This is an optimization exercise on Yosys and OpenROAD, whose aim is small area and a short achievable clock period, not a production implementation.
Function was checked by simulation only, so behaviour that the tests miss may differ from the original.
Power figures rest on the tool's default switching activity, not on a simulated workload.

==> flow/run.sh <==
#!/bin/bash
# Standard layout, with strong buffers on the ports, sizing free to change a
# cell's footprint, and timing repair aiming 5.4 ns past the 8 ns clock. The
# make output goes to flow_make.log here; each ORFS step keeps its own log
# under orfs/logs.
set -euo pipefail
bash standard.sh \
    BUFFER_PORTS_ARGS="-buffer_cell sky130_fd_sc_hd__buf_4" \
    MATCH_CELL_FOOTPRINT=0 \
    SETUP_SLACK_MARGIN=5.4 \
    finish > flow_make.log 2>&1
==> standard.sh <==
#!/bin/bash
# synth_recipe.tcl (not shown) runs the flow's synth.tcl, then flattens the netlist and writes it again
# the make line also repeats each setting of config.mk as NAME=value (left out here)
make -C /OpenROAD-flow-scripts/flow DESIGN_CONFIG=/design/flow/config.mk WORK_HOME=/design/flow/orfs CLKGATE_MAP_FILE= SYNTH_SCRIPT=/design/flow/synth_recipe.tcl "${@:-finish}"
==> config.mk <==
export PLATFORM = sky130hd
export DESIGN_NAME = fc_layer
export DESIGN_NICKNAME = fc_layer
export VERILOG_FILES = /design/flow/design.v
export SDC_FILE = /design/flow/constraint.sdc
export NUM_CORES = 4
export LEC_CHECK = 0
export CAP_MARGIN = 20
export CORE_MARGIN = 2
export CORE_UTILIZATION = 62
export CTS_CLUSTER_DIAMETER = 100
export CTS_CLUSTER_SIZE = 20
export SLEW_MARGIN = 20
==> constraint.sdc <==
create_clock -name core_clock -period 8.0 [get_ports {clk}]
set_input_delay 1.6000 -clock core_clock [delete_from_list [all_inputs] [get_ports {clk}]]
set_output_delay 1.6000 -clock core_clock [all_outputs]
set_load 0.01 [all_outputs]
==> design.v <==
`timescale 1ns/1ps
module fc_layer (
    input  logic        clk,
    input  logic        rstn,
    input  logic        r_valid,
    input  logic [31:0] in_data,
    output logic        t_valid,
    output logic [31:0] out_data
);
    logic [3:0] cnt;
    logic       w_first, w_second, w_weight, w_bias;
    assign w_first  = r_valid && (cnt == 4'd2 || cnt == 4'd4 || cnt == 4'd6 || cnt == 4'd8);
    assign w_second = r_valid && (cnt == 4'd3 || cnt == 4'd5 || cnt == 4'd7 || cnt == 4'd9);
    assign w_weight = w_first || w_second;
    assign w_bias   = r_valid && (cnt == 4'd10);
    logic       start0;   
    logic       fin0;     
    logic       sb0;      
    logic [1:0] nid0;     
    always_ff @(posedge clk or negedge rstn) begin
        if (!rstn) begin
            cnt <= '0;
            sb0 <= 1'b0;
        end else begin
            if (r_valid) cnt <= (cnt == 4'd10) ? 4'd0 : cnt + 4'd1;
            sb0 <= w_bias;
        end
    end
    always_ff @(posedge clk) begin
        start0 <= w_first;
        fin0   <= w_second && (cnt != 4'd9);
        nid0   <= cnt[2:1] - 2'd1;
    end
    logic [31:0] feat_a, feat_b, feat_p;
    always_ff @(posedge clk) begin
        if (r_valid && cnt == 4'd0) feat_a <= in_data;
        if (r_valid && cnt == 4'd1) feat_b <= in_data;
        feat_p <= (cnt == 4'd10) ? 32'h0100_0000 : cnt[0] ? feat_b : feat_a;
    end
    logic [3:0] neg0, one0, two0, neg1, one1, two1, neg2, one2, two2, neg3, one3, two3;
    for (genvar k = 0; k < 4; k++) begin : g_enc
        logic [8:0] wx;
        logic [3:0] ng, on, tw;
        logic [3:0] ng_q, on_q, tw_q;
        assign wx = {in_data[8*k +: 8], 1'b0};
        for (genvar m = 0; m < 4; m++) begin : g_dig
            assign ng[m] = wx[2*m+2];
            assign on[m] = wx[2*m+1] ^ wx[2*m];
            assign tw[m] = (wx[2*m+2] & ~wx[2*m+1] & ~wx[2*m]) | (~wx[2*m+2] & wx[2*m+1] & wx[2*m]);
        end
        always_ff @(posedge clk) begin
            ng_q <= ng & {4{r_valid}};
            on_q <= on & {4{r_valid}};
            tw_q <= tw & {4{r_valid}};
        end
    end
    assign {neg0, one0, two0} = {g_enc[0].ng_q, g_enc[0].on_q, g_enc[0].tw_q};
    assign {neg1, one1, two1} = {g_enc[1].ng_q, g_enc[1].on_q, g_enc[1].tw_q};
    assign {neg2, one2, two2} = {g_enc[2].ng_q, g_enc[2].on_q, g_enc[2].tw_q};
    assign {neg3, one3, two3} = {g_enc[3].ng_q, g_enc[3].on_q, g_enc[3].tw_q};
    logic [7:0] bias_b [3];
    assign bias_b[0] = {neg0[3], one0[3] ^ neg0[2], neg0[2], one0[2] ^ neg0[1], neg0[1], one0[1] ^ neg0[0], neg0[0], one0[0]};
    assign bias_b[1] = {neg1[3], one1[3] ^ neg1[2], neg1[2], one1[2] ^ neg1[1], neg1[1], one1[1] ^ neg1[0], neg1[0], one1[0]};
    assign bias_b[2] = {neg2[3], one2[3] ^ neg2[2], neg2[2], one2[2] ^ neg2[1], neg2[1], one2[1] ^ neg2[0], neg2[0], one2[0]};
    logic [7:0] xf0, xf1, xf2, xf3;
    assign {xf3, xf2, xf1, xf0} = feat_p;
    logic [18:0] acc_s, acc_c, acc_sk, acc_ck;
    logic        keep1;
    assign acc_sk = acc_s & {19{keep1}};
    assign acc_ck = acc_c & {19{keep1}};
    wire r0 = ((one0[0] & xf0[0])) ^ neg0[0];
    wire r1 = ((one0[0] & xf0[1]) | (two0[0] & xf0[0])) ^ neg0[0];
    wire r2 = ((one0[0] & xf0[2]) | (two0[0] & xf0[1])) ^ neg0[0];
    wire r3 = ((one0[0] & xf0[3]) | (two0[0] & xf0[2])) ^ neg0[0];
    wire r4 = ((one0[0] & xf0[4]) | (two0[0] & xf0[3])) ^ neg0[0];
    wire r5 = ((one0[0] & xf0[5]) | (two0[0] & xf0[4])) ^ neg0[0];
    wire r6 = ((one0[0] & xf0[6]) | (two0[0] & xf0[5])) ^ neg0[0];
    wire r7 = ((one0[0] & xf0[7]) | (two0[0] & xf0[6])) ^ neg0[0];
    wire r8 = ((one0[0] & xf0[7]) | (two0[0] & xf0[7])) ^ neg0[0];
    wire r9 = ~(((one0[0] & xf0[7]) | (two0[0] & xf0[7])) ^ neg0[0]);
    wire r10 = ((one0[1] & xf0[0])) ^ neg0[1];
    wire r11 = ((one0[1] & xf0[1]) | (two0[1] & xf0[0])) ^ neg0[1];
    wire r12 = ((one0[1] & xf0[2]) | (two0[1] & xf0[1])) ^ neg0[1];
    wire r13 = ((one0[1] & xf0[3]) | (two0[1] & xf0[2])) ^ neg0[1];
    wire r14 = ((one0[1] & xf0[4]) | (two0[1] & xf0[3])) ^ neg0[1];
    wire r15 = ((one0[1] & xf0[5]) | (two0[1] & xf0[4])) ^ neg0[1];
    wire r16 = ((one0[1] & xf0[6]) | (two0[1] & xf0[5])) ^ neg0[1];
    wire r17 = ((one0[1] & xf0[7]) | (two0[1] & xf0[6])) ^ neg0[1];
    wire r18 = ((one0[1] & xf0[7]) | (two0[1] & xf0[7])) ^ neg0[1];
    wire r19 = ~(((one0[1] & xf0[7]) | (two0[1] & xf0[7])) ^ neg0[1]);
    wire r20 = ((one0[2] & xf0[0])) ^ neg0[2];
    wire r21 = ((one0[2] & xf0[1]) | (two0[2] & xf0[0])) ^ neg0[2];
    wire r22 = ((one0[2] & xf0[2]) | (two0[2] & xf0[1])) ^ neg0[2];
    wire r23 = ((one0[2] & xf0[3]) | (two0[2] & xf0[2])) ^ neg0[2];
    wire r24 = ((one0[2] & xf0[4]) | (two0[2] & xf0[3])) ^ neg0[2];
    wire r25 = ((one0[2] & xf0[5]) | (two0[2] & xf0[4])) ^ neg0[2];
    wire r26 = ((one0[2] & xf0[6]) | (two0[2] & xf0[5])) ^ neg0[2];
    wire r27 = ((one0[2] & xf0[7]) | (two0[2] & xf0[6])) ^ neg0[2];
    wire r28 = ((one0[2] & xf0[7]) | (two0[2] & xf0[7])) ^ neg0[2];
    wire r29 = ~(((one0[2] & xf0[7]) | (two0[2] & xf0[7])) ^ neg0[2]);
    wire r30 = ((one0[3] & xf0[0])) ^ neg0[3];
    wire r31 = ((one0[3] & xf0[1]) | (two0[3] & xf0[0])) ^ neg0[3];
    wire r32 = ((one0[3] & xf0[2]) | (two0[3] & xf0[1])) ^ neg0[3];
    wire r33 = ((one0[3] & xf0[3]) | (two0[3] & xf0[2])) ^ neg0[3];
    wire r34 = ((one0[3] & xf0[4]) | (two0[3] & xf0[3])) ^ neg0[3];
    wire r35 = ((one0[3] & xf0[5]) | (two0[3] & xf0[4])) ^ neg0[3];
    wire r36 = ((one0[3] & xf0[6]) | (two0[3] & xf0[5])) ^ neg0[3];
    wire r37 = ((one0[3] & xf0[7]) | (two0[3] & xf0[6])) ^ neg0[3];
    wire r38 = ((one0[3] & xf0[7]) | (two0[3] & xf0[7])) ^ neg0[3];
    wire r39 = ~(((one0[3] & xf0[7]) | (two0[3] & xf0[7])) ^ neg0[3]);
    wire r40 = ((one1[0] & xf1[0])) ^ neg1[0];
    wire r41 = ((one1[0] & xf1[1]) | (two1[0] & xf1[0])) ^ neg1[0];
    wire r42 = ((one1[0] & xf1[2]) | (two1[0] & xf1[1])) ^ neg1[0];
    wire r43 = ((one1[0] & xf1[3]) | (two1[0] & xf1[2])) ^ neg1[0];
    wire r44 = ((one1[0] & xf1[4]) | (two1[0] & xf1[3])) ^ neg1[0];
    wire r45 = ((one1[0] & xf1[5]) | (two1[0] & xf1[4])) ^ neg1[0];
    wire r46 = ((one1[0] & xf1[6]) | (two1[0] & xf1[5])) ^ neg1[0];
    wire r47 = ((one1[0] & xf1[7]) | (two1[0] & xf1[6])) ^ neg1[0];
    wire r48 = ((one1[0] & xf1[7]) | (two1[0] & xf1[7])) ^ neg1[0];
    wire r49 = ~(((one1[0] & xf1[7]) | (two1[0] & xf1[7])) ^ neg1[0]);
    wire r50 = ((one1[1] & xf1[0])) ^ neg1[1];
    wire r51 = ((one1[1] & xf1[1]) | (two1[1] & xf1[0])) ^ neg1[1];
    wire r52 = ((one1[1] & xf1[2]) | (two1[1] & xf1[1])) ^ neg1[1];
    wire r53 = ((one1[1] & xf1[3]) | (two1[1] & xf1[2])) ^ neg1[1];
    wire r54 = ((one1[1] & xf1[4]) | (two1[1] & xf1[3])) ^ neg1[1];
    wire r55 = ((one1[1] & xf1[5]) | (two1[1] & xf1[4])) ^ neg1[1];
    wire r56 = ((one1[1] & xf1[6]) | (two1[1] & xf1[5])) ^ neg1[1];
    wire r57 = ((one1[1] & xf1[7]) | (two1[1] & xf1[6])) ^ neg1[1];
    wire r58 = ((one1[1] & xf1[7]) | (two1[1] & xf1[7])) ^ neg1[1];
    wire r59 = ~(((one1[1] & xf1[7]) | (two1[1] & xf1[7])) ^ neg1[1]);
    wire r60 = ((one1[2] & xf1[0])) ^ neg1[2];
    wire r61 = ((one1[2] & xf1[1]) | (two1[2] & xf1[0])) ^ neg1[2];
    wire r62 = ((one1[2] & xf1[2]) | (two1[2] & xf1[1])) ^ neg1[2];
    wire r63 = ((one1[2] & xf1[3]) | (two1[2] & xf1[2])) ^ neg1[2];
    wire r64 = ((one1[2] & xf1[4]) | (two1[2] & xf1[3])) ^ neg1[2];
    wire r65 = ((one1[2] & xf1[5]) | (two1[2] & xf1[4])) ^ neg1[2];
    wire r66 = ((one1[2] & xf1[6]) | (two1[2] & xf1[5])) ^ neg1[2];
    wire r67 = ((one1[2] & xf1[7]) | (two1[2] & xf1[6])) ^ neg1[2];
    wire r68 = ((one1[2] & xf1[7]) | (two1[2] & xf1[7])) ^ neg1[2];
    wire r69 = ~(((one1[2] & xf1[7]) | (two1[2] & xf1[7])) ^ neg1[2]);
    wire r70 = ((one1[3] & xf1[0])) ^ neg1[3];
    wire r71 = ((one1[3] & xf1[1]) | (two1[3] & xf1[0])) ^ neg1[3];
    wire r72 = ((one1[3] & xf1[2]) | (two1[3] & xf1[1])) ^ neg1[3];
    wire r73 = ((one1[3] & xf1[3]) | (two1[3] & xf1[2])) ^ neg1[3];
    wire r74 = ((one1[3] & xf1[4]) | (two1[3] & xf1[3])) ^ neg1[3];
    wire r75 = ((one1[3] & xf1[5]) | (two1[3] & xf1[4])) ^ neg1[3];
    wire r76 = ((one1[3] & xf1[6]) | (two1[3] & xf1[5])) ^ neg1[3];
    wire r77 = ((one1[3] & xf1[7]) | (two1[3] & xf1[6])) ^ neg1[3];
    wire r78 = ((one1[3] & xf1[7]) | (two1[3] & xf1[7])) ^ neg1[3];
    wire r79 = ~(((one1[3] & xf1[7]) | (two1[3] & xf1[7])) ^ neg1[3]);
    wire r80 = ((one2[0] & xf2[0])) ^ neg2[0];
    wire r81 = ((one2[0] & xf2[1]) | (two2[0] & xf2[0])) ^ neg2[0];
    wire r82 = ((one2[0] & xf2[2]) | (two2[0] & xf2[1])) ^ neg2[0];
    wire r83 = ((one2[0] & xf2[3]) | (two2[0] & xf2[2])) ^ neg2[0];
    wire r84 = ((one2[0] & xf2[4]) | (two2[0] & xf2[3])) ^ neg2[0];
    wire r85 = ((one2[0] & xf2[5]) | (two2[0] & xf2[4])) ^ neg2[0];
    wire r86 = ((one2[0] & xf2[6]) | (two2[0] & xf2[5])) ^ neg2[0];
    wire r87 = ((one2[0] & xf2[7]) | (two2[0] & xf2[6])) ^ neg2[0];
    wire r88 = ((one2[0] & xf2[7]) | (two2[0] & xf2[7])) ^ neg2[0];
    wire r89 = ~(((one2[0] & xf2[7]) | (two2[0] & xf2[7])) ^ neg2[0]);
    wire r90 = ((one2[1] & xf2[0])) ^ neg2[1];
    wire r91 = ((one2[1] & xf2[1]) | (two2[1] & xf2[0])) ^ neg2[1];
    wire r92 = ((one2[1] & xf2[2]) | (two2[1] & xf2[1])) ^ neg2[1];
    wire r93 = ((one2[1] & xf2[3]) | (two2[1] & xf2[2])) ^ neg2[1];
    wire r94 = ((one2[1] & xf2[4]) | (two2[1] & xf2[3])) ^ neg2[1];
    wire r95 = ((one2[1] & xf2[5]) | (two2[1] & xf2[4])) ^ neg2[1];
    wire r96 = ((one2[1] & xf2[6]) | (two2[1] & xf2[5])) ^ neg2[1];
    wire r97 = ((one2[1] & xf2[7]) | (two2[1] & xf2[6])) ^ neg2[1];
    wire r98 = ((one2[1] & xf2[7]) | (two2[1] & xf2[7])) ^ neg2[1];
    wire r99 = ~(((one2[1] & xf2[7]) | (two2[1] & xf2[7])) ^ neg2[1]);
    wire r100 = ((one2[2] & xf2[0])) ^ neg2[2];
    wire r101 = ((one2[2] & xf2[1]) | (two2[2] & xf2[0])) ^ neg2[2];
    wire r102 = ((one2[2] & xf2[2]) | (two2[2] & xf2[1])) ^ neg2[2];
    wire r103 = ((one2[2] & xf2[3]) | (two2[2] & xf2[2])) ^ neg2[2];
    wire r104 = ((one2[2] & xf2[4]) | (two2[2] & xf2[3])) ^ neg2[2];
    wire r105 = ((one2[2] & xf2[5]) | (two2[2] & xf2[4])) ^ neg2[2];
    wire r106 = ((one2[2] & xf2[6]) | (two2[2] & xf2[5])) ^ neg2[2];
    wire r107 = ((one2[2] & xf2[7]) | (two2[2] & xf2[6])) ^ neg2[2];
    wire r108 = ((one2[2] & xf2[7]) | (two2[2] & xf2[7])) ^ neg2[2];
    wire r109 = ~(((one2[2] & xf2[7]) | (two2[2] & xf2[7])) ^ neg2[2]);
    wire r110 = ((one2[3] & xf2[0])) ^ neg2[3];
    wire r111 = ((one2[3] & xf2[1]) | (two2[3] & xf2[0])) ^ neg2[3];
    wire r112 = ((one2[3] & xf2[2]) | (two2[3] & xf2[1])) ^ neg2[3];
    wire r113 = ((one2[3] & xf2[3]) | (two2[3] & xf2[2])) ^ neg2[3];
    wire r114 = ((one2[3] & xf2[4]) | (two2[3] & xf2[3])) ^ neg2[3];
    wire r115 = ((one2[3] & xf2[5]) | (two2[3] & xf2[4])) ^ neg2[3];
    wire r116 = ((one2[3] & xf2[6]) | (two2[3] & xf2[5])) ^ neg2[3];
    wire r117 = ((one2[3] & xf2[7]) | (two2[3] & xf2[6])) ^ neg2[3];
    wire r118 = ((one2[3] & xf2[7]) | (two2[3] & xf2[7])) ^ neg2[3];
    wire r119 = ~(((one2[3] & xf2[7]) | (two2[3] & xf2[7])) ^ neg2[3]);
    wire r120 = ((one3[0] & xf3[0])) ^ neg3[0];
    wire r121 = ((one3[0] & xf3[1]) | (two3[0] & xf3[0])) ^ neg3[0];
    wire r122 = ((one3[0] & xf3[2]) | (two3[0] & xf3[1])) ^ neg3[0];
    wire r123 = ((one3[0] & xf3[3]) | (two3[0] & xf3[2])) ^ neg3[0];
    wire r124 = ((one3[0] & xf3[4]) | (two3[0] & xf3[3])) ^ neg3[0];
    wire r125 = ((one3[0] & xf3[5]) | (two3[0] & xf3[4])) ^ neg3[0];
    wire r126 = ((one3[0] & xf3[6]) | (two3[0] & xf3[5])) ^ neg3[0];
    wire r127 = ((one3[0] & xf3[7]) | (two3[0] & xf3[6])) ^ neg3[0];
    wire r128 = ((one3[0] & xf3[7]) | (two3[0] & xf3[7])) ^ neg3[0];
    wire r129 = ~(((one3[0] & xf3[7]) | (two3[0] & xf3[7])) ^ neg3[0]);
    wire r130 = ((one3[1] & xf3[0])) ^ neg3[1];
    wire r131 = ((one3[1] & xf3[1]) | (two3[1] & xf3[0])) ^ neg3[1];
    wire r132 = ((one3[1] & xf3[2]) | (two3[1] & xf3[1])) ^ neg3[1];
    wire r133 = ((one3[1] & xf3[3]) | (two3[1] & xf3[2])) ^ neg3[1];
    wire r134 = ((one3[1] & xf3[4]) | (two3[1] & xf3[3])) ^ neg3[1];
    wire r135 = ((one3[1] & xf3[5]) | (two3[1] & xf3[4])) ^ neg3[1];
    wire r136 = ((one3[1] & xf3[6]) | (two3[1] & xf3[5])) ^ neg3[1];
    wire r137 = ((one3[1] & xf3[7]) | (two3[1] & xf3[6])) ^ neg3[1];
    wire r138 = ((one3[1] & xf3[7]) | (two3[1] & xf3[7])) ^ neg3[1];
    wire r139 = ~(((one3[1] & xf3[7]) | (two3[1] & xf3[7])) ^ neg3[1]);
    wire r140 = ((one3[2] & xf3[0])) ^ neg3[2];
    wire r141 = ((one3[2] & xf3[1]) | (two3[2] & xf3[0])) ^ neg3[2];
    wire r142 = ((one3[2] & xf3[2]) | (two3[2] & xf3[1])) ^ neg3[2];
    wire r143 = ((one3[2] & xf3[3]) | (two3[2] & xf3[2])) ^ neg3[2];
    wire r144 = ((one3[2] & xf3[4]) | (two3[2] & xf3[3])) ^ neg3[2];
    wire r145 = ((one3[2] & xf3[5]) | (two3[2] & xf3[4])) ^ neg3[2];
    wire r146 = ((one3[2] & xf3[6]) | (two3[2] & xf3[5])) ^ neg3[2];
    wire r147 = ((one3[2] & xf3[7]) | (two3[2] & xf3[6])) ^ neg3[2];
    wire r148 = ((one3[2] & xf3[7]) | (two3[2] & xf3[7])) ^ neg3[2];
    wire r149 = ~(((one3[2] & xf3[7]) | (two3[2] & xf3[7])) ^ neg3[2]);
    wire r150 = ((one3[3] & xf3[0])) ^ neg3[3];
    wire r151 = ((one3[3] & xf3[1]) | (two3[3] & xf3[0])) ^ neg3[3];
    wire r152 = ((one3[3] & xf3[2]) | (two3[3] & xf3[1])) ^ neg3[3];
    wire r153 = ((one3[3] & xf3[3]) | (two3[3] & xf3[2])) ^ neg3[3];
    wire r154 = ((one3[3] & xf3[4]) | (two3[3] & xf3[3])) ^ neg3[3];
    wire r155 = ((one3[3] & xf3[5]) | (two3[3] & xf3[4])) ^ neg3[3];
    wire r156 = ((one3[3] & xf3[6]) | (two3[3] & xf3[5])) ^ neg3[3];
    wire r157 = ((one3[3] & xf3[7]) | (two3[3] & xf3[6])) ^ neg3[3];
    wire r158 = ((one3[3] & xf3[7]) | (two3[3] & xf3[7])) ^ neg3[3];
    wire r159 = ~(((one3[3] & xf3[7]) | (two3[3] & xf3[7])) ^ neg3[3]);
    wire x160 = neg0[0] ^ neg1[0];
    wire s161 = x160 ^ neg2[0];
    wire c162 = (neg0[0] & neg1[0]) | (neg2[0] & x160);
    wire x163 = neg0[1] ^ neg1[1];
    wire s164 = x163 ^ neg2[1];
    wire c165 = (neg0[1] & neg1[1]) | (neg2[1] & x163);
    wire x166 = neg3[1] ^ r2;
    wire s167 = x166 ^ r10;
    wire c168 = (neg3[1] & r2) | (r10 & x166);
    wire x169 = r42 ^ r50;
    wire s170 = x169 ^ r82;
    wire c171 = (r42 & r50) | (r82 & x169);
    wire x172 = c165 ^ r3;
    wire s173 = x172 ^ r11;
    wire c174 = (c165 & r3) | (r11 & x172);
    wire x175 = r43 ^ r51;
    wire s176 = x175 ^ r83;
    wire c177 = (r43 & r51) | (r83 & x175);
    wire s178 = r91 ^ r123;
    wire c179 = r91 & r123;
    wire x180 = neg0[2] ^ neg1[2];
    wire s181 = x180 ^ neg2[2];
    wire c182 = (neg0[2] & neg1[2]) | (neg2[2] & x180);
    wire x183 = neg3[2] ^ r4;
    wire s184 = x183 ^ r12;
    wire c185 = (neg3[2] & r4) | (r12 & x183);
    wire x186 = r20 ^ r44;
    wire s187 = x186 ^ r52;
    wire c188 = (r20 & r44) | (r52 & x186);
    wire x189 = r60 ^ r84;
    wire s190 = x189 ^ r92;
    wire c191 = (r60 & r84) | (r92 & x189);
    wire x192 = r100 ^ r124;
    wire s193 = x192 ^ r132;
    wire c194 = (r100 & r124) | (r132 & x192);
    wire x195 = r140 ^ s181;
    wire s196 = x195 ^ c179;
    wire c197 = (r140 & s181) | (c179 & x195);
    wire s198 = c174 ^ c177;
    wire c199 = c174 & c177;
    wire x200 = c182 ^ r5;
    wire s201 = x200 ^ r13;
    wire c202 = (c182 & r5) | (r13 & x200);
    wire x203 = r21 ^ r45;
    wire s204 = x203 ^ r53;
    wire c205 = (r21 & r45) | (r53 & x203);
    wire x206 = r61 ^ r85;
    wire s207 = x206 ^ r93;
    wire c208 = (r61 & r85) | (r93 & x206);
    wire x209 = r101 ^ r125;
    wire s210 = x209 ^ r133;
    wire c211 = (r101 & r125) | (r133 & x209);
    wire x212 = r141 ^ c185;
    wire s213 = x212 ^ c188;
    wire c214 = (r141 & c185) | (c188 & x212);
    wire x215 = c191 ^ c194;
    wire s216 = x215 ^ s201;
    wire c217 = (c191 & c194) | (s201 & x215);
    wire s218 = s204 ^ s207;
    wire c219 = s204 & s207;
    wire x220 = neg0[3] ^ neg1[3];
    wire s221 = x220 ^ neg2[3];
    wire c222 = (neg0[3] & neg1[3]) | (neg2[3] & x220);
    wire x223 = neg3[3] ^ r6;
    wire s224 = x223 ^ r14;
    wire c225 = (neg3[3] & r6) | (r14 & x223);
    wire x226 = r22 ^ r30;
    wire s227 = x226 ^ r46;
    wire c228 = (r22 & r30) | (r46 & x226);
    wire x229 = r54 ^ r62;
    wire s230 = x229 ^ r70;
    wire c231 = (r54 & r62) | (r70 & x229);
    wire x232 = r86 ^ r94;
    wire s233 = x232 ^ r102;
    wire c234 = (r86 & r94) | (r102 & x232);
    wire x235 = r110 ^ r126;
    wire s236 = x235 ^ r134;
    wire c237 = (r110 & r126) | (r134 & x235);
    wire x238 = r142 ^ r150;
    wire s239 = x238 ^ s221;
    wire c240 = (r142 & r150) | (s221 & x238);
    wire x241 = c202 ^ c205;
    wire s242 = x241 ^ c208;
    wire c243 = (c202 & c205) | (c208 & x241);
    wire x244 = c211 ^ s224;
    wire s245 = x244 ^ s227;
    wire c246 = (c211 & s224) | (s227 & x244);
    wire x247 = s230 ^ s233;
    wire s248 = x247 ^ s236;
    wire c249 = (s230 & s233) | (s236 & x247);
    wire s250 = s239 ^ c219;
    wire c251 = s239 & c219;
    wire x252 = c222 ^ r7;
    wire s253 = x252 ^ r15;
    wire c254 = (c222 & r7) | (r15 & x252);
    wire x255 = r23 ^ r31;
    wire s256 = x255 ^ r47;
    wire c257 = (r23 & r31) | (r47 & x255);
    wire x258 = r55 ^ r63;
    wire s259 = x258 ^ r71;
    wire c260 = (r55 & r63) | (r71 & x258);
    wire x261 = r87 ^ r95;
    wire s262 = x261 ^ r103;
    wire c263 = (r87 & r95) | (r103 & x261);
    wire x264 = r111 ^ r127;
    wire s265 = x264 ^ r135;
    wire c266 = (r111 & r127) | (r135 & x264);
    wire x267 = r143 ^ r151;
    wire s268 = x267 ^ c225;
    wire c269 = (r143 & r151) | (c225 & x267);
    wire x270 = c228 ^ c231;
    wire s271 = x270 ^ c234;
    wire c272 = (c228 & c231) | (c234 & x270);
    wire x273 = c237 ^ c240;
    wire s274 = x273 ^ s253;
    wire c275 = (c237 & c240) | (s253 & x273);
    wire x276 = s256 ^ s259;
    wire s277 = x276 ^ s262;
    wire c278 = (s256 & s259) | (s262 & x276);
    wire x279 = s265 ^ c243;
    wire s280 = x279 ^ c246;
    wire c281 = (s265 & c243) | (c246 & x279);
    wire s282 = c249 ^ s268;
    wire c283 = c249 & s268;
    wire x284 = r8 ^ r16;
    wire s285 = x284 ^ r24;
    wire c286 = (r8 & r16) | (r24 & x284);
    wire x287 = r32 ^ r48;
    wire s288 = x287 ^ r56;
    wire c289 = (r32 & r48) | (r56 & x287);
    wire x290 = r64 ^ r72;
    wire s291 = x290 ^ r88;
    wire c292 = (r64 & r72) | (r88 & x290);
    wire x293 = r96 ^ r104;
    wire s294 = x293 ^ r112;
    wire c295 = (r96 & r104) | (r112 & x293);
    wire x296 = r128 ^ r136;
    wire s297 = x296 ^ r144;
    wire c298 = (r128 & r136) | (r144 & x296);
    wire x299 = r152 ^ c254;
    wire s300 = x299 ^ c257;
    wire c301 = (r152 & c254) | (c257 & x299);
    wire x302 = c260 ^ c263;
    wire s303 = x302 ^ c266;
    wire c304 = (c260 & c263) | (c266 & x302);
    wire x305 = s285 ^ s288;
    wire s306 = x305 ^ s291;
    wire c307 = (s285 & s288) | (s291 & x305);
    wire x308 = s294 ^ s297;
    wire s309 = x308 ^ c269;
    wire c310 = (s294 & s297) | (c269 & x308);
    wire x311 = c272 ^ c275;
    wire s312 = x311 ^ c278;
    wire c313 = (c272 & c275) | (c278 & x311);
    wire s314 = s300 ^ s303;
    wire c315 = s300 & s303;
    wire x316 = r9 ^ r17;
    wire s317 = x316 ^ r25;
    wire c318 = (r9 & r17) | (r25 & x316);
    wire x319 = r33 ^ r49;
    wire s320 = x319 ^ r57;
    wire c321 = (r33 & r49) | (r57 & x319);
    wire x322 = r65 ^ r73;
    wire s323 = x322 ^ r89;
    wire c324 = (r65 & r73) | (r89 & x322);
    wire x325 = r97 ^ r105;
    wire s326 = x325 ^ r113;
    wire c327 = (r97 & r105) | (r113 & x325);
    wire x328 = r129 ^ r137;
    wire s329 = x328 ^ r145;
    wire c330 = (r129 & r137) | (r145 & x328);
    wire x331 = r153 ^ c286;
    wire s332 = x331 ^ c289;
    wire c333 = (r153 & c286) | (c289 & x331);
    wire x334 = c292 ^ c295;
    wire s335 = x334 ^ c298;
    wire c336 = (c292 & c295) | (c298 & x334);
    wire x337 = s317 ^ s320;
    wire s338 = x337 ^ s323;
    wire c339 = (s317 & s320) | (s323 & x337);
    wire x340 = s326 ^ s329;
    wire s341 = x340 ^ c301;
    wire c342 = (s326 & s329) | (c301 & x340);
    wire x343 = c304 ^ c307;
    wire s344 = x343 ^ s332;
    wire c345 = (c304 & c307) | (s332 & x343);
    wire s346 = s335 ^ s338;
    wire c347 = s335 & s338;
    wire x348 = r18 ^ r26;
    wire s349 = x348 ^ r34;
    wire c350 = (r18 & r26) | (r34 & x348);
    wire x351 = r58 ^ r66;
    wire s352 = x351 ^ r74;
    wire c353 = (r58 & r66) | (r74 & x351);
    wire x354 = r98 ^ r106;
    wire s355 = x354 ^ r114;
    wire c356 = (r98 & r106) | (r114 & x354);
    wire x357 = r138 ^ r146;
    wire s358 = x357 ^ r154;
    wire c359 = (r138 & r146) | (r154 & x357);
    wire x360 = c318 ^ c321;
    wire s361 = x360 ^ c324;
    wire c362 = (c318 & c321) | (c324 & x360);
    wire x363 = c327 ^ c330;
    wire s364 = x363 ^ s349;
    wire c365 = (c327 & c330) | (s349 & x363);
    wire x366 = s352 ^ s355;
    wire s367 = x366 ^ s358;
    wire c368 = (s352 & s355) | (s358 & x366);
    wire x369 = c333 ^ c336;
    wire s370 = x369 ^ c339;
    wire c371 = (c333 & c336) | (c339 & x369);
    wire s372 = s361 ^ s364;
    wire c373 = s361 & s364;
    wire x374 = 1'b1 ^ r19;
    wire s375 = x374 ^ r27;
    wire c376 = (1'b1 & r19) | (r27 & x374);
    wire x377 = r35 ^ r59;
    wire s378 = x377 ^ r67;
    wire c379 = (r35 & r59) | (r67 & x377);
    wire x380 = r75 ^ r99;
    wire s381 = x380 ^ r107;
    wire c382 = (r75 & r99) | (r107 & x380);
    wire x383 = r115 ^ r139;
    wire s384 = x383 ^ r147;
    wire c385 = (r115 & r139) | (r147 & x383);
    wire x386 = r155 ^ c350;
    wire s387 = x386 ^ c353;
    wire c388 = (r155 & c350) | (c353 & x386);
    wire x389 = c356 ^ c359;
    wire s390 = x389 ^ s375;
    wire c391 = (c356 & c359) | (s375 & x389);
    wire x392 = s378 ^ s381;
    wire s393 = x392 ^ s384;
    wire c394 = (s378 & s381) | (s384 & x392);
    wire x395 = c362 ^ c365;
    wire s396 = x395 ^ c368;
    wire c397 = (c362 & c365) | (c368 & x395);
    wire x398 = 1'b1 ^ r28;
    wire s399 = x398 ^ r36;
    wire c400 = (1'b1 & r28) | (r36 & x398);
    wire x401 = r68 ^ r76;
    wire s402 = x401 ^ r108;
    wire c403 = (r68 & r76) | (r108 & x401);
    wire x404 = r116 ^ r148;
    wire s405 = x404 ^ r156;
    wire c406 = (r116 & r148) | (r156 & x404);
    wire x407 = c376 ^ c379;
    wire s408 = x407 ^ c382;
    wire c409 = (c376 & c379) | (c382 & x407);
    wire x410 = c385 ^ s399;
    wire s411 = x410 ^ s402;
    wire c412 = (c385 & s399) | (s402 & x410);
    wire s413 = s405 ^ c388;
    wire c414 = s405 & c388;
    wire x415 = r29 ^ r37;
    wire s416 = x415 ^ r69;
    wire c417 = (r29 & r37) | (r69 & x415);
    wire x418 = r77 ^ r109;
    wire s419 = x418 ^ r117;
    wire c420 = (r77 & r109) | (r117 & x418);
    wire x421 = r149 ^ r157;
    wire s422 = x421 ^ c400;
    wire c423 = (r149 & r157) | (c400 & x421);
    wire x424 = c403 ^ c406;
    wire s425 = x424 ^ s416;
    wire c426 = (c403 & c406) | (s416 & x424);
    wire x427 = 1'b1 ^ r38;
    wire s428 = x427 ^ r78;
    wire c429 = (1'b1 & r38) | (r78 & x427);
    wire s430 = r118 ^ r158;
    wire c431 = r118 & r158;
    logic pa0_0, pa0_1, pa0_2, pa0_3, pa0_4, pa0_5, pa1_0, pa1_1, pa1_2, pa1_3, pa1_4, pa2_0, pa2_1, pa2_2, pa2_3, pa2_4, pa2_5, pa3_0, pa3_1, pa3_2, pa3_3, pa3_4, pa3_5, pa4_0, pa4_1, pa4_2, pa4_3, pa4_4, pa4_5, pa5_0, pa5_1, pa5_2, pa5_3, pa5_4, pa5_5, pa6_0, pa6_1, pa6_2, pa6_3, pa6_4, pa6_5, pa7_0, pa7_1, pa7_2, pa7_3, pa7_4, pa7_5, pa8_0, pa8_1, pa8_2, pa8_3, pa8_4, pa8_5, pa9_0, pa9_1, pa9_2, pa9_3, pa9_4, pa9_5, pa10_0, pa10_1, pa10_2, pa10_3, pa10_4, pa10_5, pa11_0, pa11_1, pa11_2, pa11_3, pa11_4, pa11_5, pa12_0, pa12_1, pa12_2, pa12_3, pa12_4, pa12_5, pa13_0, pa13_1, pa13_2, pa13_3, pa13_4, pa13_5, pa14_0, pa14_1, pa14_2, pa14_3, pa14_4, pa14_5, pa15_0, pa15_1, pa15_2, pa15_3, pa15_4, pa15_5;
    always_ff @(posedge clk) begin
        pa0_0 <= neg3[0];
        pa0_1 <= r0;
        pa0_2 <= r40;
        pa0_3 <= r80;
        pa0_4 <= r120;
        pa0_5 <= s161;
        pa1_0 <= r1;
        pa1_1 <= r41;
        pa1_2 <= r81;
        pa1_3 <= r121;
        pa1_4 <= c162;
        pa2_0 <= r90;
        pa2_1 <= r122;
        pa2_2 <= r130;
        pa2_3 <= s164;
        pa2_4 <= s167;
        pa2_5 <= s170;
        pa3_0 <= r131;
        pa3_1 <= c168;
        pa3_2 <= c171;
        pa3_3 <= s173;
        pa3_4 <= s176;
        pa3_5 <= s178;
        pa4_0 <= s184;
        pa4_1 <= s187;
        pa4_2 <= s190;
        pa4_3 <= s193;
        pa4_4 <= s196;
        pa4_5 <= s198;
        pa5_0 <= s210;
        pa5_1 <= c197;
        pa5_2 <= c199;
        pa5_3 <= s213;
        pa5_4 <= s216;
        pa5_5 <= s218;
        pa6_0 <= c214;
        pa6_1 <= c217;
        pa6_2 <= s242;
        pa6_3 <= s245;
        pa6_4 <= s248;
        pa6_5 <= s250;
        pa7_0 <= s271;
        pa7_1 <= c251;
        pa7_2 <= s274;
        pa7_3 <= s277;
        pa7_4 <= s280;
        pa7_5 <= s282;
        pa8_0 <= s306;
        pa8_1 <= c283;
        pa8_2 <= c281;
        pa8_3 <= s309;
        pa8_4 <= s312;
        pa8_5 <= s314;
        pa9_0 <= c315;
        pa9_1 <= c310;
        pa9_2 <= c313;
        pa9_3 <= s341;
        pa9_4 <= s344;
        pa9_5 <= s346;
        pa10_0 <= s367;
        pa10_1 <= c347;
        pa10_2 <= c342;
        pa10_3 <= c345;
        pa10_4 <= s370;
        pa10_5 <= s372;
        pa11_0 <= s387;
        pa11_1 <= s390;
        pa11_2 <= s393;
        pa11_3 <= c373;
        pa11_4 <= c371;
        pa11_5 <= s396;
        pa12_0 <= c391;
        pa12_1 <= c394;
        pa12_2 <= s408;
        pa12_3 <= s411;
        pa12_4 <= c397;
        pa12_5 <= s413;
        pa13_0 <= s419;
        pa13_1 <= c409;
        pa13_2 <= c412;
        pa13_3 <= s422;
        pa13_4 <= c414;
        pa13_5 <= s425;
        pa14_0 <= c417;
        pa14_1 <= c420;
        pa14_2 <= s428;
        pa14_3 <= c423;
        pa14_4 <= c426;
        pa14_5 <= s430;
        pa15_0 <= r39;
        pa15_1 <= r79;
        pa15_2 <= r119;
        pa15_3 <= r159;
        pa15_4 <= c429;
        pa15_5 <= c431;
    end
    wire x432 = pa0_0 ^ pa0_1;
    wire s433 = x432 ^ pa0_2;
    wire c434 = (pa0_0 & pa0_1) | (pa0_2 & x432);
    wire x435 = pa0_3 ^ pa0_4;
    wire s436 = x435 ^ pa0_5;
    wire c437 = (pa0_3 & pa0_4) | (pa0_5 & x435);
    wire x438 = acc_sk[0] ^ acc_ck[0];
    wire s439 = x438 ^ s433;
    wire c440 = (acc_sk[0] & acc_ck[0]) | (s433 & x438);
    wire x441 = pa1_0 ^ pa1_1;
    wire s442 = x441 ^ pa1_2;
    wire c443 = (pa1_0 & pa1_1) | (pa1_2 & x441);
    wire x444 = pa1_3 ^ pa1_4;
    wire s445 = x444 ^ acc_sk[1];
    wire c446 = (pa1_3 & pa1_4) | (acc_sk[1] & x444);
    wire x447 = acc_ck[1] ^ c434;
    wire s448 = x447 ^ c437;
    wire c449 = (acc_ck[1] & c434) | (c437 & x447);
    wire x450 = s442 ^ s445;
    wire s451 = x450 ^ c440;
    wire c452 = (s442 & s445) | (c440 & x450);
    wire x453 = pa2_0 ^ pa2_1;
    wire s454 = x453 ^ pa2_2;
    wire c455 = (pa2_0 & pa2_1) | (pa2_2 & x453);
    wire x456 = pa2_3 ^ pa2_4;
    wire s457 = x456 ^ pa2_5;
    wire c458 = (pa2_3 & pa2_4) | (pa2_5 & x456);
    wire x459 = acc_sk[2] ^ acc_ck[2];
    wire s460 = x459 ^ c443;
    wire c461 = (acc_sk[2] & acc_ck[2]) | (c443 & x459);
    wire x462 = s454 ^ s457;
    wire s463 = x462 ^ c446;
    wire c464 = (s454 & s457) | (c446 & x462);
    wire x465 = c449 ^ s460;
    wire s466 = x465 ^ s463;
    wire c467 = (c449 & s460) | (s463 & x465);
    wire x468 = pa3_0 ^ pa3_1;
    wire s469 = x468 ^ pa3_2;
    wire c470 = (pa3_0 & pa3_1) | (pa3_2 & x468);
    wire x471 = pa3_3 ^ pa3_4;
    wire s472 = x471 ^ pa3_5;
    wire c473 = (pa3_3 & pa3_4) | (pa3_5 & x471);
    wire x474 = acc_sk[3] ^ acc_ck[3];
    wire s475 = x474 ^ c455;
    wire c476 = (acc_sk[3] & acc_ck[3]) | (c455 & x474);
    wire x477 = c458 ^ s469;
    wire s478 = x477 ^ s472;
    wire c479 = (c458 & s469) | (s472 & x477);
    wire x480 = c461 ^ s475;
    wire s481 = x480 ^ s478;
    wire c482 = (c461 & s475) | (s478 & x480);
    wire s483 = c464 ^ s481;
    wire c484 = c464 & s481;
    wire x485 = pa4_0 ^ pa4_1;
    wire s486 = x485 ^ pa4_2;
    wire c487 = (pa4_0 & pa4_1) | (pa4_2 & x485);
    wire x488 = pa4_3 ^ pa4_4;
    wire s489 = x488 ^ pa4_5;
    wire c490 = (pa4_3 & pa4_4) | (pa4_5 & x488);
    wire x491 = acc_sk[4] ^ acc_ck[4];
    wire s492 = x491 ^ c470;
    wire c493 = (acc_sk[4] & acc_ck[4]) | (c470 & x491);
    wire x494 = c473 ^ s486;
    wire s495 = x494 ^ s489;
    wire c496 = (c473 & s486) | (s489 & x494);
    wire x497 = c476 ^ c479;
    wire s498 = x497 ^ s492;
    wire c499 = (c476 & c479) | (s492 & x497);
    wire x500 = s495 ^ c482;
    wire s501 = x500 ^ s498;
    wire c502 = (s495 & c482) | (s498 & x500);
    wire x503 = pa5_0 ^ pa5_1;
    wire s504 = x503 ^ pa5_2;
    wire c505 = (pa5_0 & pa5_1) | (pa5_2 & x503);
    wire x506 = pa5_3 ^ pa5_4;
    wire s507 = x506 ^ pa5_5;
    wire c508 = (pa5_3 & pa5_4) | (pa5_5 & x506);
    wire x509 = acc_sk[5] ^ acc_ck[5];
    wire s510 = x509 ^ c487;
    wire c511 = (acc_sk[5] & acc_ck[5]) | (c487 & x509);
    wire x512 = c490 ^ s504;
    wire s513 = x512 ^ s507;
    wire c514 = (c490 & s504) | (s507 & x512);
    wire x515 = c493 ^ c496;
    wire s516 = x515 ^ s510;
    wire c517 = (c493 & c496) | (s510 & x515);
    wire x518 = s513 ^ c499;
    wire s519 = x518 ^ s516;
    wire c520 = (s513 & c499) | (s516 & x518);
    wire x521 = pa6_0 ^ pa6_1;
    wire s522 = x521 ^ pa6_2;
    wire c523 = (pa6_0 & pa6_1) | (pa6_2 & x521);
    wire x524 = pa6_3 ^ pa6_4;
    wire s525 = x524 ^ pa6_5;
    wire c526 = (pa6_3 & pa6_4) | (pa6_5 & x524);
    wire x527 = acc_sk[6] ^ acc_ck[6];
    wire s528 = x527 ^ c505;
    wire c529 = (acc_sk[6] & acc_ck[6]) | (c505 & x527);
    wire x530 = c508 ^ s522;
    wire s531 = x530 ^ s525;
    wire c532 = (c508 & s522) | (s525 & x530);
    wire x533 = c511 ^ c514;
    wire s534 = x533 ^ s528;
    wire c535 = (c511 & c514) | (s528 & x533);
    wire x536 = s531 ^ c517;
    wire s537 = x536 ^ s534;
    wire c538 = (s531 & c517) | (s534 & x536);
    wire x539 = pa7_0 ^ pa7_1;
    wire s540 = x539 ^ pa7_2;
    wire c541 = (pa7_0 & pa7_1) | (pa7_2 & x539);
    wire x542 = pa7_3 ^ pa7_4;
    wire s543 = x542 ^ pa7_5;
    wire c544 = (pa7_3 & pa7_4) | (pa7_5 & x542);
    wire x545 = acc_sk[7] ^ acc_ck[7];
    wire s546 = x545 ^ c523;
    wire c547 = (acc_sk[7] & acc_ck[7]) | (c523 & x545);
    wire x548 = c526 ^ s540;
    wire s549 = x548 ^ s543;
    wire c550 = (c526 & s540) | (s543 & x548);
    wire x551 = c529 ^ c532;
    wire s552 = x551 ^ s546;
    wire c553 = (c529 & c532) | (s546 & x551);
    wire x554 = s549 ^ c535;
    wire s555 = x554 ^ s552;
    wire c556 = (s549 & c535) | (s552 & x554);
    wire x557 = pa8_0 ^ pa8_1;
    wire s558 = x557 ^ pa8_2;
    wire c559 = (pa8_0 & pa8_1) | (pa8_2 & x557);
    wire x560 = pa8_3 ^ pa8_4;
    wire s561 = x560 ^ pa8_5;
    wire c562 = (pa8_3 & pa8_4) | (pa8_5 & x560);
    wire x563 = acc_sk[8] ^ acc_ck[8];
    wire s564 = x563 ^ c541;
    wire c565 = (acc_sk[8] & acc_ck[8]) | (c541 & x563);
    wire x566 = c544 ^ s558;
    wire s567 = x566 ^ s561;
    wire c568 = (c544 & s558) | (s561 & x566);
    wire x569 = c547 ^ c550;
    wire s570 = x569 ^ s564;
    wire c571 = (c547 & c550) | (s564 & x569);
    wire x572 = s567 ^ c553;
    wire s573 = x572 ^ s570;
    wire c574 = (s567 & c553) | (s570 & x572);
    wire x575 = pa9_0 ^ pa9_1;
    wire s576 = x575 ^ pa9_2;
    wire c577 = (pa9_0 & pa9_1) | (pa9_2 & x575);
    wire x578 = pa9_3 ^ pa9_4;
    wire s579 = x578 ^ pa9_5;
    wire c580 = (pa9_3 & pa9_4) | (pa9_5 & x578);
    wire x581 = acc_sk[9] ^ acc_ck[9];
    wire s582 = x581 ^ c559;
    wire c583 = (acc_sk[9] & acc_ck[9]) | (c559 & x581);
    wire x584 = c562 ^ s576;
    wire s585 = x584 ^ s579;
    wire c586 = (c562 & s576) | (s579 & x584);
    wire x587 = c565 ^ c568;
    wire s588 = x587 ^ s582;
    wire c589 = (c565 & c568) | (s582 & x587);
    wire x590 = s585 ^ c571;
    wire s591 = x590 ^ s588;
    wire c592 = (s585 & c571) | (s588 & x590);
    wire x593 = pa10_0 ^ pa10_1;
    wire s594 = x593 ^ pa10_2;
    wire c595 = (pa10_0 & pa10_1) | (pa10_2 & x593);
    wire x596 = pa10_3 ^ pa10_4;
    wire s597 = x596 ^ pa10_5;
    wire c598 = (pa10_3 & pa10_4) | (pa10_5 & x596);
    wire x599 = acc_sk[10] ^ acc_ck[10];
    wire s600 = x599 ^ c577;
    wire c601 = (acc_sk[10] & acc_ck[10]) | (c577 & x599);
    wire x602 = c580 ^ s594;
    wire s603 = x602 ^ s597;
    wire c604 = (c580 & s594) | (s597 & x602);
    wire x605 = c583 ^ c586;
    wire s606 = x605 ^ s600;
    wire c607 = (c583 & c586) | (s600 & x605);
    wire x608 = s603 ^ c589;
    wire s609 = x608 ^ s606;
    wire c610 = (s603 & c589) | (s606 & x608);
    wire x611 = pa11_0 ^ pa11_1;
    wire s612 = x611 ^ pa11_2;
    wire c613 = (pa11_0 & pa11_1) | (pa11_2 & x611);
    wire x614 = pa11_3 ^ pa11_4;
    wire s615 = x614 ^ pa11_5;
    wire c616 = (pa11_3 & pa11_4) | (pa11_5 & x614);
    wire x617 = acc_sk[11] ^ acc_ck[11];
    wire s618 = x617 ^ c595;
    wire c619 = (acc_sk[11] & acc_ck[11]) | (c595 & x617);
    wire x620 = c598 ^ s612;
    wire s621 = x620 ^ s615;
    wire c622 = (c598 & s612) | (s615 & x620);
    wire x623 = c601 ^ c604;
    wire s624 = x623 ^ s618;
    wire c625 = (c601 & c604) | (s618 & x623);
    wire x626 = s621 ^ c607;
    wire s627 = x626 ^ s624;
    wire c628 = (s621 & c607) | (s624 & x626);
    wire x629 = pa12_0 ^ pa12_1;
    wire s630 = x629 ^ pa12_2;
    wire c631 = (pa12_0 & pa12_1) | (pa12_2 & x629);
    wire x632 = pa12_3 ^ pa12_4;
    wire s633 = x632 ^ pa12_5;
    wire c634 = (pa12_3 & pa12_4) | (pa12_5 & x632);
    wire x635 = acc_sk[12] ^ acc_ck[12];
    wire s636 = x635 ^ c613;
    wire c637 = (acc_sk[12] & acc_ck[12]) | (c613 & x635);
    wire x638 = c616 ^ s630;
    wire s639 = x638 ^ s633;
    wire c640 = (c616 & s630) | (s633 & x638);
    wire x641 = c619 ^ c622;
    wire s642 = x641 ^ s636;
    wire c643 = (c619 & c622) | (s636 & x641);
    wire x644 = s639 ^ c625;
    wire s645 = x644 ^ s642;
    wire c646 = (s639 & c625) | (s642 & x644);
    wire x647 = pa13_0 ^ pa13_1;
    wire s648 = x647 ^ pa13_2;
    wire c649 = (pa13_0 & pa13_1) | (pa13_2 & x647);
    wire x650 = pa13_3 ^ pa13_4;
    wire s651 = x650 ^ pa13_5;
    wire c652 = (pa13_3 & pa13_4) | (pa13_5 & x650);
    wire x653 = acc_sk[13] ^ acc_ck[13];
    wire s654 = x653 ^ c631;
    wire c655 = (acc_sk[13] & acc_ck[13]) | (c631 & x653);
    wire x656 = c634 ^ s648;
    wire s657 = x656 ^ s651;
    wire c658 = (c634 & s648) | (s651 & x656);
    wire x659 = c637 ^ c640;
    wire s660 = x659 ^ s654;
    wire c661 = (c637 & c640) | (s654 & x659);
    wire x662 = s657 ^ c643;
    wire s663 = x662 ^ s660;
    wire c664 = (s657 & c643) | (s660 & x662);
    wire x665 = pa14_0 ^ pa14_1;
    wire s666 = x665 ^ pa14_2;
    wire c667 = (pa14_0 & pa14_1) | (pa14_2 & x665);
    wire x668 = pa14_3 ^ pa14_4;
    wire s669 = x668 ^ pa14_5;
    wire c670 = (pa14_3 & pa14_4) | (pa14_5 & x668);
    wire x671 = acc_sk[14] ^ acc_ck[14];
    wire s672 = x671 ^ c649;
    wire c673 = (acc_sk[14] & acc_ck[14]) | (c649 & x671);
    wire x674 = c652 ^ s666;
    wire s675 = x674 ^ s669;
    wire c676 = (c652 & s666) | (s669 & x674);
    wire x677 = c655 ^ c658;
    wire s678 = x677 ^ s672;
    wire c679 = (c655 & c658) | (s672 & x677);
    wire x680 = s675 ^ c661;
    wire s681 = x680 ^ s678;
    wire c682 = (s675 & c661) | (s678 & x680);
    wire x683 = pa15_0 ^ pa15_1;
    wire s684 = x683 ^ pa15_2;
    wire c685 = (pa15_0 & pa15_1) | (pa15_2 & x683);
    wire x686 = pa15_3 ^ pa15_4;
    wire s687 = x686 ^ pa15_5;
    wire c688 = (pa15_3 & pa15_4) | (pa15_5 & x686);
    wire x689 = acc_sk[15] ^ acc_ck[15];
    wire s690 = x689 ^ c667;
    wire c691 = (acc_sk[15] & acc_ck[15]) | (c667 & x689);
    wire x692 = c670 ^ s684;
    wire s693 = x692 ^ s687;
    wire c694 = (c670 & s684) | (s687 & x692);
    wire x695 = c673 ^ c676;
    wire s696 = x695 ^ s690;
    wire c697 = (c673 & c676) | (s690 & x695);
    wire x698 = s693 ^ c679;
    wire s699 = x698 ^ s696;
    wire c700 = (s693 & c679) | (s696 & x698);
    wire x701 = 1'b1 ^ acc_sk[16];
    wire s702 = x701 ^ acc_ck[16];
    wire c703 = (1'b1 & acc_sk[16]) | (acc_ck[16] & x701);
    wire x704 = c685 ^ c688;
    wire s705 = x704 ^ s702;
    wire c706 = (c685 & c688) | (s702 & x704);
    wire x707 = c691 ^ c694;
    wire s708 = x707 ^ s705;
    wire c709 = (c691 & c694) | (s705 & x707);
    wire s710 = c697 ^ s708;
    wire c711 = c697 & s708;
    wire x712 = acc_sk[17] ^ acc_ck[17];
    wire s713 = x712 ^ c703;
    wire c714 = (acc_sk[17] & acc_ck[17]) | (c703 & x712);
    wire x715 = c706 ^ s713;
    wire s716 = x715 ^ c709;
    wire c717 = (c706 & s713) | (c709 & x715);
    wire x718 = 1'b1 ^ acc_sk[18];
    wire s719 = x718 ^ acc_ck[18];
    wire s720 = s719 ^ c714;
    always_ff @(posedge clk) begin
        acc_s <= {c717, c711, c700, c682, c664, c646, c628, c610, c592, c574, c556, c538, c520, c502, c484, c467, c452, s448, s436};
        acc_c <= {s720, s716, s710, s699, s681, s663, s645, s627, s609, s591, s573, s555, s537, s519, s501, s483, s466, s451, s439};
    end
    logic       fin1, sb1, fin2, sb2;
    logic [1:0] nid1, nid2;
    always_ff @(posedge clk or negedge rstn) begin
        if (!rstn) begin
            sb1     <= 1'b0;
            sb2     <= 1'b0;
        end else begin
            sb1     <= sb0;
            sb2     <= sb1;
        end
    end
    always_ff @(posedge clk) begin
        t_valid <= sb2;
        keep1 <= !start0;
        fin1  <= fin0;
        nid1  <= nid0;
        fin2  <= fin1;
        nid2  <= nid1;
    end
    logic [18:0] tot;
    assign tot = acc_s + acc_c;
    logic signed [10:0] tot_hi;
    assign tot_hi = tot[18:8];
    logic signed [10:0] held_h [3];
    logic [7:0]         held_l [3];
    always_ff @(posedge clk) begin
        for (int j = 0; j < 3; j++) begin
            if (fin2 && nid2 == 2'(j)) begin
                held_h[j] <= tot_hi;
                held_l[j] <= tot[7:0];
            end
        end
    end
    function automatic logic [7:0] sat(input logic signed [11:0] z);
        if (z > 12'sd127) sat = 8'h7f;
        else if (z < -12'sd128) sat = 8'h80;
        else sat = z[7:0];
    endfunction
    logic [7:0] res [3];
    logic [2:0] bias_co, bias_neg;
    for (genvar j = 0; j < 3; j++) begin : g_fin
        logic [8:0] lo_sum;
        logic [7:0] u;
        logic       at_top, at_bot;
        assign u      = sat({held_h[j][10], held_h[j]});
        assign at_top = (held_h[j] > 11'sd126) || (held_h[j] < -11'sd128);
        assign at_bot = (held_h[j] > 11'sd127) || (held_h[j] < -11'sd127);
        assign lo_sum = {1'b0, held_l[j]} + {1'b0, bias_b[j]};
        always_ff @(posedge clk) begin
            if (sb0) begin
                bias_co[j]  <= lo_sum[8];
                bias_neg[j] <= bias_b[j][7];
            end
        end
        assign res[j] = (bias_co[j] && !bias_neg[j] && !at_top) ? u + 8'd1 :
                        (!bias_co[j] && bias_neg[j] && !at_bot) ? u - 8'd1 : u;
    end
    always_ff @(posedge clk) begin
        for (int j = 0; j < 3; j++)
            out_data[31-8*j -: 8] <= res[j];
        out_data[7:0] <= (tot_hi > 11'sd127) ? 8'h7f : (tot_hi < -11'sd128) ? 8'h80 : tot_hi[7:0];
    end
endmodule
==> flow_summary.toml, run 1 <==
[outcome]
status = "timing/DRC/antenna clean"

[critical_path]
endpoint_kind = "primary output"
crit_slowest_cell = "dfxtp_2"
crit_type = "reg -> out"
critPathMaxFanout = 1
slowest_delay_ns = 0.33
reg2reg_slack_ns = 5.46
path_buf_inv = 1
crit_chain = "buf_6"
cp_top_family = "flip-flops"
timing.rr.end = "out_data[5]$_SDFF_PN1_"
rr_worst_depth = 9
required_ns = 6.40
r2r-start = "acc_s[2]$_DFF_P_"
cp-start-kind = "register"
arrival_ns = 1.00

[synth]
synth_area_leaders = "dfxtp_1 25%, edfxtp_1 19%, fa_1 17%, xnor2_1 6.1%, a22oi_1 4.2%"
synth.area.mux_share = 0.0173
synthAdderAreaFrac = 0.211
synth_top_cell_area_share = 0.254
yosysWarnings = 5
synth.largest_area_cell = "dfxtp_1"
synth-xor-area-share = 0.0848
synthSimpleGateAreaFrac = 0.0834
yosysSeqAreaShare = 0.451
synth_compound_area_frac = 0.0971
avgSynthCellArea_sq_um = 11.3
synthFlopType = "dfxtp_1"
ys_async_sr_fraction = 0.0179
synth-seq-cells = 391
synth_top_family_by_area = "adder cells"
syn_inst = 1790
synth.cell_area_sq_um = 20200
synth_edf_count = 127
yosys.cell_types.count = 74
synth_fp_nets = 2062

[route]
antenna_left = 0
drtPass1Iterations = 5
dr_total_vias = 12596
avgViaCountPerCell = 5.61
routed_wl_microns = 45200
wl_per_cell_microns = 20.1
dr.first_iter.drc_count = 1036
drc = 0

[cells_and_area]
final_common_cell = "dfxtp_1"
fillerInstances = 2456
design_area_sq_um = 22200
layout_common_cells = "187 x dfxtp_1, 173 x inv_1, 173 x fa_1"
drive_gt1_frac = 0.130
fin_nets = 2065
synthToLayoutAreaGrowth_pct = 9.65
antennaDiodeCount = 0

[die]
die_h_microns = 185
start_util = 0.625
die-area_sq_um = 34100
coreArea_sq_um = 32400
die_w_microns = 185
floorplan.rows = 66
ios = 68

[sta]
fin_crit_sh = 0.324
finalSetupTns_ns = 0
slew_viol_final = 0
clock_skew_ns = 0.0184
max_slew_margin = 0.318
finalCriticalPeriod_ns = 2.60
finalHoldViolations = 0
worstMarginPinSlew_ns = 1.02
rsz0062_at_grt = "yes"
fmax_ghz = 0.385
whs_ns = 0.331
setup_viol = 0

[job]
drv_cap = 0

[power]
worst_ir_drop_vdd_v = 0.000497
power.leakage_nw = 8.93
p_comb_frac = 0.561
p_int_w = 0.00605
swShare = 0.431
p_sw_w = 0.00459
pwr-share-seq = 0.329
powerDensity_nw_per_um2 = 480
clkPwrFrac = 0.110

[clock_network]
clock-root-buffer = "clkbuf_16"
clockBufferDepth = 3
cts.sinks = 391
clk_pin_slew_ns = 0.09
cts_made_buffers = 23
cts_tree = "built"
htreeDepth = 1
clk_latency_ns = 0.55
cts_hold_buf = 0

[global_routing]
grt-ovfl-total = 0
antenna_found_initial = 0
track_usage = 0.273
grt_pass1_wl_microns = 70500
grt_max_degree = 43
grt_pass1_vias = 12583

[hold_path]
hold_class = "reg -> reg"
hold_depth = 0
hp-start = "fin1$_DFF_P_"
hold_end = "fin2$_DFF_P_"

[placed_design]
port_buffers = 67
placed_cell_area_sq_um = 20900
dp_hpwl_microns = 34600
place.gp.congestion = 0.922
how the worst max path moves through the flow:
stage / end / slack [ns] / start / cells past startpoint
6_report: out_data[11] / 5.40 / out_data[11]$_DFF_P_ / 1
5_1_grt: out_data[1]$_SDFF_PN1_ / 5.35 / acc_s[2]$_DFF_P_ / 10
4_1_cts: out_data[1]$_SDFF_PN1_ / 5.38 / acc_s[1]$_DFF_P_ / 9
3_5_place_dp: feat_a[28]$_DFFE_PP_ / 4.52 / r_valid / 4
3_3_place_gp: feat_a[29]$_DFFE_PP_ / 4.57 / r_valid / 4
2_1_floorplan: feat_a[0]$_DFFE_PP_ / 5.06 / r_valid / 2
cells in the mapped netlist (all sizes together) (3+ instances only):
| master | n |
|---|---|
| xnor2 | 140 |
| nand3 | 20 |
| nor2 | 102 |
| nand3b | 7 |
| a22oi | 114 |
| nor4 | 5 |
| dfxtp | 257 |
| buf | 14 |
| o31ai | 8 |
| o21ai | 59 |
| nor3 | 16 |
| clkbuf | 97 |
| a31oi | 16 |
| edfxtp | 127 |
| or3 | 5 |
| a21o | 7 |
| a21oi | 63 |
| and3b | 3 |
| a211oi | 3 |
| and2 | 28 |
| o211ai | 5 |
| nor2b | 12 |
| nand2b | 9 |
| a21boi | 3 |
| inv | 176 |
| or2 | 3 |
| nand2 | 103 |
| xor2 | 55 |
| dfrtp | 7 |
| fa | 175 |
| and3 | 6 |
| mux2i | 35 |
| nor3b | 4 |
| ha | 62 |
| or3b | 5 |
| a31o | 3 |
| nand4 | 6 |
power groups by stage:
stage	Combinational, W	Clock, W	Sequential (W)
after global routing	0.00682	0.00126	0.00357
after floorplan	0.00391	0	0.00324
after detailed placement	0.00556	0	0.00350
after CTS	0.00581	0.00119	0.00347
final	0.00597	0.00117	0.00350
after global placement	0.00528	0	0.00349
logic make-up after synthesis:
| kind of cell | count (synthesis) |
|---|---|
| compound gates | 300 |
| xor+xnor | 195 |
| fa+ha+maj | 237 |
| buf+inv | 288 |
| flops | 391 |
| mux | 35 |
| simple gates | 344 |
sequential cells by signal, indices dropped and copies added, names as in the netlist, 2 cells and up:
| signal | cells |
|---|---|
| acc_c | 19 |
| acc_s | 19 |
| bias_co | 3 |
| bias_neg | 3 |
| cnt | 4 |
| feat_a | 32 |
| feat_b | 32 |
| feat_p | 32 |
| g_enc.ng_q | 16 |
| g_enc.on_q | 16 |
| g_enc.tw_q | 16 |
| held_h | 33 |
| held_l | 24 |
| nid0 | 2 |
| nid1 | 2 |
| nid2 | 2 |
| out_data | 32 |
cell type report:
cell class / count / area (sq um) / area share
Clock buffer: 35 / 621 / 0.0280
Clock inverter: 2 / 17.5 / 0.000790
Inverter: 177 / 668 / 0.0301
Multi-Input combinational cell: 1112 / 10200 / 0.460
Sequential cell: 391 / 9240 / 0.417
Tap cell: 442 / 553 / 0.0249
Timing Repair Buffer: 87 / 866 / 0.0390
Timing Repair inverter: 1 / 5.00 / 0.000226
stage by stage:
step	power [W]	cells	setup WS [ns]	util
after detailed placement	0.00907	2195	4.52	0.647
after global placement	0.00876	2195	4.57	0.647
final	0.0106	2247	5.40	0.685
after floorplan	0.00715	1790	5.06	-
after CTS	0.0105	2241	5.38	0.676
after global routing	0.0117	2247	5.35	0.685
metal layers:
layer / vias up / wire (microns) / track usage
li1: 5941 / - / -
met1: 6183 / 19900 / 0.381
met5: - / 0 / 0
met4: 0 / 1410 / 0.0819
met3: 77 / 2340 / 0.0352
met2: 395 / 21500 / 0.451
timing repair:
item,in CTS,in global routing
gates cloned,2,2
setup buffers,7,4
resized for setup,61,87
setup endpoints to repair,136,120
pin swaps,6,11
==> run 2, diff against run 1 <==
--- a/config.mk
+++ b/config.mk
@@ -7,7 +7,7 @@
 export LEC_CHECK = 0
 export CAP_MARGIN = 20
 export CORE_MARGIN = 2
-export CORE_UTILIZATION = 62
+export CORE_UTILIZATION = 68
 export CTS_CLUSTER_DIAMETER = 100
 export CTS_CLUSTER_SIZE = 20
 export SLEW_MARGIN = 20
==> run 2 against run 1 <==
Sequential power barely moved. Highest routed layer unchanged. Clock power barely moved. Still clean. Largest power group unchanged. Sequential share of layout area rose by 0.17 points.
==> flow_summary.toml, run 2 <==
[placed_design]
place_ws_ns = 4.58
port_buffers = 67
dp_hpwl_microns = 34400
place.gp.congestion = 0.953
placed_cell_area_sq_um = 20900

[cells_and_area]
fillerInstances = 2021
layout_common_cells = "199 x dfxtp_1, 173 x fa_1, 172 x inv_1"
multi_input_area_sq_um = 10200
design_area_sq_um = 22100
largest_reg_flops = 33
final_common_cell = "dfxtp_1"
synthToLayoutAreaGrowth_pct = 9.05
drive_gt1_frac = 0.125
regMostFlops = "held_h"
antennaDiodeCount = 0
fin_nets = 2068
seq_area_sq_um = 9230

[critical_path]
arrival_ns = 0.97
critPathLaunch = "t_valid$_DFF_P_"
crit_type = "reg -> out"
crit_slowest_cell = "dfxtp_2"
cp-start-kind = "register"
crit_chain = "buf_6"
r2r-start = "g_enc[2].ng_q[3]$_DFF_P_"
slowest_delay_ns = 0.33
cp_top_family = "flip-flops"
endpoint_kind = "primary output"
path_buf_inv = 1
required_ns = 6.40
critPathMaxFanout = 1

[global_routing]
antenna_found_initial = 0
grt_max_degree = 43
track_usage = 0.293
grt_pass1_vias = 12820
grt_pass1_wl_microns = 69500
grt-ovfl-total = 0

[synth]
yosysSeqAreaShare = 0.451
synthFlopType = "dfxtp_1"
synth_edf_count = 127
synth_fp_nets = 2062
ys_async_sr_fraction = 0.0179
yosysWarnings = 5
synth-seq-cells = 391
synth_common_cells = "257 x dfxtp_1, 175 x fa_1, 174 x inv_1, 140 x xnor2_1, 127 x edfxtp_1"
yosysMostFrequentCell = "dfxtp_1"
yosys.cell_types.count = 74
avgSynthCellArea_sq_um = 11.3
synth.largest_area_cell = "dfxtp_1"
synth_top_cell_area_share = 0.254
synth_area_leaders = "dfxtp_1 25%, edfxtp_1 19%, fa_1 17%, xnor2_1 6.1%, a22oi_1 4.2%"
syn_inst = 1790
synth.cell_area_sq_um = 20200

[job]
drv_cap = 0

[sta]
fmax_ghz = 0.389
worstMarginPinSlew_ns = 0.980
rsz0062_at_grt = "yes"
finalSetupTns_ns = 0
setup_viol = 0
clock_skew_ns = 0.0200
finalCriticalPeriod_ns = 2.57
slew_viol_final = 0
worst_slack_ns = 5.43
max_slew_margin = 0.347
finalHoldViolations = 0
fin_crit_sh = 0.321

[route]
drc = 0
dr.first_iter.drc_count = 968
routed_wl_microns = 45300
wl_per_cell_microns = 20.6
avgViaCountPerCell = 5.82
drtPass1Iterations = 6
dr_total_vias = 12782
antenna_left = 0

[clock_network]
clk_pin_slew_ns = 0.08
cts.sinks = 391
clock-root-buffer = "clkbuf_16"
clk_latency_ns = 0.54
cts_tree = "built"
cts_made_buffers = 23
clockBufferDepth = 3
htreeDepth = 1
cts_hold_buf = 0

[power]
power.leakage_nw = 8.93
finalPower_w = 0.0106
worst_ir_drop_vdd_v = 0.000294
powerDensity_nw_per_um2 = 482

[die]
floorplan.rows = 63
start_util = 0.686
die_w_microns = 176
die_h_microns = 176
die-area_sq_um = 31200
ios = 68
coreArea_sq_um = 29500

[hold_path]
hold_class = "reg -> reg"
hp-start = "nid0[0]$_DFF_P_"

[outcome]
status = "timing/DRC/antenna clean"
-- run 2: power breakdown --
part | total (W) | internal, W | switching, W
Combinational | 0.00597 | 0.00252 | 0.00345
Sequential | 0.00349 | 0.00298 | 0.000515
Clock | 0.00116 | 0.000540 | 0.000622
Total | 0.0106 | 0.00603 | 0.00459
-- run 2: final timing paths --
check,slack [ns],depth (start not counted),end
worst max register to register,5.45,4,pa8_4$_DFF_P_
worst min register to register,0.33,0,nid1[0]$_DFF_P_
worst max-delay path,5.43,1,t_valid
worst min-delay path,0.33,0,nid1[0]$_DFF_P_
min in group asynchronous,0.86,1,sb1$_DFF_PN0_
max in group asynchronous,7.01,1,cnt[0]$_DFFE_PN0P_
-- run 2: area by class of cell --
| class | instances | area share |
|---|---|---|
| Tap cell | 390 | 0.0221 |
| Inverter | 177 | 0.0305 |
| Timing Repair Buffer | 90 | 0.0376 |
| Multi-Input combinational cell | 1112 | 0.462 |
| Clock inverter | 1 | 0.000510 |
| Timing Repair inverter | 1 | 0.000227 |
| Sequential cell | 391 | 0.418 |
| Clock buffer | 36 | 0.0283 |
-- run 2: what timing repair did --
item                       in CTS  in global routing
setup endpoints to repair     112                 85
pin swaps                       3                 13
resized for setup              46                 76
cloned                          1                  2
buffers inserted                7                 10
-- run 2: metal layers --
| layer | track usage | part of all wire | vias up |
|---|---|---|---|
| met5 | 0 | 0 | - |
| met4 | 0.132 | 0.051 | 0 |
| met3 | 0.0469 | 0.061 | 97 |
| met2 | 0.476 | 0.48 | 432 |
| met1 | 0.391 | 0.41 | 6296 |
| li1 | - | - | 5957 |
-- run 2: logic make-up after synthesis --
kind of cell / Yosys count / synth area share
AO/OA/AOI/OAI: 300 / 0.0971
XOR/XNOR: 195 / 0.0848
adder cells (fa/ha/maj): 237 / 0.211
buffers and inverters: 288 / 0.0545
flip-flops: 391 / 0.451
multiplexers: 35 / 0.0173
AND/OR/NAND/NOR: 344 / 0.0834
-- run 2: metrics by stage --
step	instances	hold slack, ns	util
final	2198	0.331	0.748
after global routing	2198	0.344	0.748
after CTS	2186	0.333	0.737
after detailed placement	2141	0.314	0.708
after global placement	2141	0.313	0.708
after floorplan	1790	0.310	-

-- port drivers added, routing unchanged --
The flow's constraints put no driver on any port. The routed layouts listed below were extracted and timed again, unchanged, in two steps.
Step 1 sets driving cells, clkbuf_16 on the clock port and buf_2 on the other inputs (assumed; they add their load-dependent delay and slew).
Step 2 times the ports against the registers' clock, not the clock port: input delays grow and output delays shrink by t, the midpoint of the rising clock arrivals with the driver on.
a / b / c = no drivers / after step 1 / after step 2; a / b = the first two.
| run | t (ns) | setup slack, ns | clock arrival spread, ns | pins driven straight from the clock port |
|---|---|---|---|---|
| run 1 | 0.599 | 5.404 / 5.353 / 5.008 | 0.025 / 0.025 | 1 |
| run 2 | 0.586 | 5.428 / 5.373 / 4.983 | 0.020 / 0.020 | 1 |
After both steps every run listed still meets setup and hold. The setup slack of run 2, which loses most, moves by -0.055 ns with the drivers and by -0.445 ns with both steps.
